This is an optimization exercise on Yosys and OpenROAD, whose aim is small area, a short achievable clock period and few clock cycles, not a production implementation.
RTL that was checked went through simulation tests only; none was proved equivalent to the original.
Power figures rest on the tool's default switching activity, not on a simulated workload.

Design rms_level_meter_peak_hold, start of the top module:
module rms_level_meter_peak_hold #(
    parameter int MAX_FRAMES = rlm_pkg::RLM_MAX_FRAMES
) (
    input  logic                                i_clk,
    input  logic                                i_rst_n,
    input  logic                                i_in_valid,
    output logic                                o_in_ready,
    input  logic signed [rlm_pkg::SAMPLE_W-1:0] i_sample,
    input  logic                                i_last_sample,
    output logic                                o_out_valid,
    input  logic                                i_out_ready,
    output logic [rlm_pkg::LEVEL_W-1:0]         o_level,
    output logic [rlm_pkg::LEVEL_W-1:0]         o_peak_level
);
For scale: roughly 1300 cells after synthesis, ~230 flip-flops, about 37 I/O pins, roughly 0.013 sq mm of cells after synthesis.
export LEC_CHECK = 0
export ABC_CLOCK_PERIOD_IN_PS = 3000
export CAP_MARGIN = 20
export CORE_MARGIN = 2
export CORE_UTILIZATION = 40
export CTS_BUF_LIST = sky130_fd_sc_hd__clkbuf_8 sky130_fd_sc_hd__clkbuf_16
export CTS_CLUSTER_DIAMETER = 80
export CTS_CLUSTER_SIZE = 20
export SLEW_MARGIN = 20
create_clock -name core_clock -period 10.0 [get_ports {i_clk}]
standard.sh (not shown) runs the stock make flow with config.mk's settings and CLKGATE_MAP_FILE= SYNTH_SCRIPT=/design/flow/synth_recipe.tcl, a recipe that flattens the netlist after the stock synthesis.
==> flow/flow/run.sh <==
#!/bin/bash
# The standard layout, with repair_timing aiming well past the 10 ns clock so that the
# resizer sizes gates and buffers for the period this design can reach. Constraints unchanged.
set -euo pipefail
MARGIN=$(cat flow/margin.txt)
bash standard.sh SETUP_SLACK_MARGIN=$MARGIN finish > standard_flow.log 2>&1
==> flow/flow/margin.txt <==
6.8
The first run ran to the end with no violations.
==> next run, changes <==
Settings changed: CTS_BUF_LIST sky130_fd_sc_hd__clkbuf_8 sky130_fd_sc_hd__clkbuf_16 to default, CTS_CLUSTER_DIAMETER 80 to default, CTS_CLUSTER_SIZE 20 to default.
After rerunning: The changed run passed the timing, DRC and antenna checks. Core utilization is higher by 1.0 points. Register-to-register slack gains 0.03 ns. Synthesized area does not change. Clock skew goes up by 0.015 ns. Clock-buffer cell count increases by 22. Synthesized cell count does not change.
No run of this note included a check of the RTL's function; only the layout flow was run.

---

Another version of the RTL of rms_level_meter_peak_hold (not shown whole).
Size: ~220 flip-flops, about 13,000 µm² of cells after synthesis.
==> flow/config.mk <==
export PLATFORM = sky130hd
export DESIGN_NAME = rms_level_meter_peak_hold
export DESIGN_NICKNAME = rms_level_meter_peak_hold
export VERILOG_FILES = /design/flow/design.v
export SDC_FILE = /design/flow/constraint.sdc
export NUM_CORES = 4
export LEC_CHECK = 0
export ABC_CLOCK_PERIOD_IN_PS = 3000
export CAP_MARGIN = 20
export CORE_MARGIN = 2
export CORE_UTILIZATION = 40
export CTS_BUF_LIST = sky130_fd_sc_hd__clkbuf_8 sky130_fd_sc_hd__clkbuf_16
export CTS_CLUSTER_DIAMETER = 80
export CTS_CLUSTER_SIZE = 24
export SLEW_MARGIN = 20
export SYNTH_HIERARCHICAL = 1
==> flow/constraint.sdc <==
create_clock -name core_clock -period 10.0 [get_ports {i_clk}]
set_input_delay 2.0000 -clock core_clock [delete_from_list [all_inputs] [get_ports {i_clk}]]
set_output_delay 2.0000 -clock core_clock [all_outputs]
set_load 0.01 [all_outputs]
==> flow/flow/run.sh <==
#!/bin/bash
# The standard layout, with repair_timing aiming well past the 10 ns clock so that the
# resizer sizes gates and buffers for the period this design can reach, and a plain buffer
# (not a delay cell) on each port. Constraints unchanged.
set -euo pipefail
MARGIN=$(cat flow/margin.txt)
bash standard.sh SETUP_SLACK_MARGIN=$MARGIN "BUFFER_PORTS_ARGS=-buffer_cell sky130_fd_sc_hd__buf_2" finish > standard_flow.log 2>&1
==> flow/flow/margin.txt <==
6.9
The starting point passed the timing, DRC and antenna checks.
Testbench counts at the start, summed over its fixed seeds: cycles 32,158.
==> next run, changes <==
==> flow/flow/margin.txt (replaced) <==
6.8
--- a/flow/config.mk
+++ b/flow/config.mk
@@ -11,5 +11,5 @@
 export CORE_UTILIZATION = 40
-export CTS_BUF_LIST = sky130_fd_sc_hd__clkbuf_8 sky130_fd_sc_hd__clkbuf_16
-export CTS_CLUSTER_DIAMETER = 80
-export CTS_CLUSTER_SIZE = 24
+export CTS_BUF_LIST = sky130_fd_sc_hd__clkbuf_8
+export CTS_CLUSTER_DIAMETER = 60
+export CTS_CLUSTER_SIZE = 16
 export SLEW_MARGIN = 20
The new run finished with timing, DRC and antenna clean; via count barely changes; cell area came out lower slightly; core utilization fell by 0.71 points; routed wire length fell slightly; combinational power is lower by a few percent; critical path depth does not change; die area stays the same; clock-buffer cell count came out higher by 4; sequential cell count does not change; sequential share of layout area rose by 0.48 points.
==> next run, changes <==
==> flow/flow/margin.txt (replaced) <==
7.0
What happened:
- The changed run finished clean
- count of clock-buffer cells in the layout grows by 2
- routed wire length goes up by 4.1%
- final cell count climbs by 1.2%
- non-clock buffer count went up by 18
- sequential power barely changes
- cell area goes up by 3.1%
- worst setup slack gets better by 0.042 ns
- total power is higher by 6.5%
- clock power came out higher by 13%
- via count goes up by 2.6%
==> next run, changes <==
==> flow/flow/margin.txt (replaced) <==
6.95
--- a/flow/config.mk
+++ b/flow/config.mk
@@ -7,2 +7,3 @@
 export LEC_CHECK = 0
+export ABC_AREA = 1
 export ABC_CLOCK_PERIOD_IN_PS = 3000
@@ -11,5 +12,5 @@
 export CORE_UTILIZATION = 40
-export CTS_BUF_LIST = sky130_fd_sc_hd__clkbuf_8
-export CTS_CLUSTER_DIAMETER = 60
-export CTS_CLUSTER_SIZE = 16
+export CTS_BUF_LIST = sky130_fd_sc_hd__clkbuf_16
+export CTS_CLUSTER_DIAMETER = 100
+export CTS_CLUSTER_SIZE = 30
 export SLEW_MARGIN = 20
What happened:
- maximum frequency increases slightly
- synthesized area increases by a few percent
- sequential share of layout area decreases by 0.42 points
- clock-buffer cell count decreases by 11
- sequential power barely changes
- design area increases slightly
- total power increases by a few percent
- routed wire length increases by a few percent
- cell count increases by a quarter to a third
- setup slack gains 0.022 ns

what the ideal ports hide:
No port has a modelled driver above. Below, the same layouts with a new extraction and two added sets of constraints. Step 1, drivers: a clkbuf_16 drives i_clk and a buf_2 each remaining input, both assumed. Step 2 adds t to the input delays and takes it off the output delays; t is the mean of the earliest and latest rising clock arrival at the registers after step 1. Input paths then give back, and output paths get back, about the clock's delay inside the block. Slacks: no drivers / after step 1 / after step 2; pairs: no drivers / after step 1.
run | t (ns) | setup slack, ns | clock arrival spread, ns
the first run of note 1 | 0.543 | 6.832 / 6.785 / 6.618 | 0.018 / 0.018
the second run of note 1 | 0.583 | 6.735 / 6.686 / 6.609 | 0.034 / 0.034
the first run of note 2 | 0.547 | 6.956 / 6.906 / 6.575 | 0.036 / 0.036
the second run of note 2 | 0.592 | 6.906 / 6.860 / 6.500 | 0.056 / 0.056
the third run of note 2 | 0.577 | 6.948 / 6.901 / 6.553 | 0.015 / 0.015
the fourth run of note 2 | 0.522 | 6.970 / 6.925 / 6.631 | 0.018 / 0.017
After both steps every run listed still meets setup and hold. The setup slack of the second run of note 2, which loses most, moves by -0.046 ns with the drivers and by -0.406 ns with both steps.
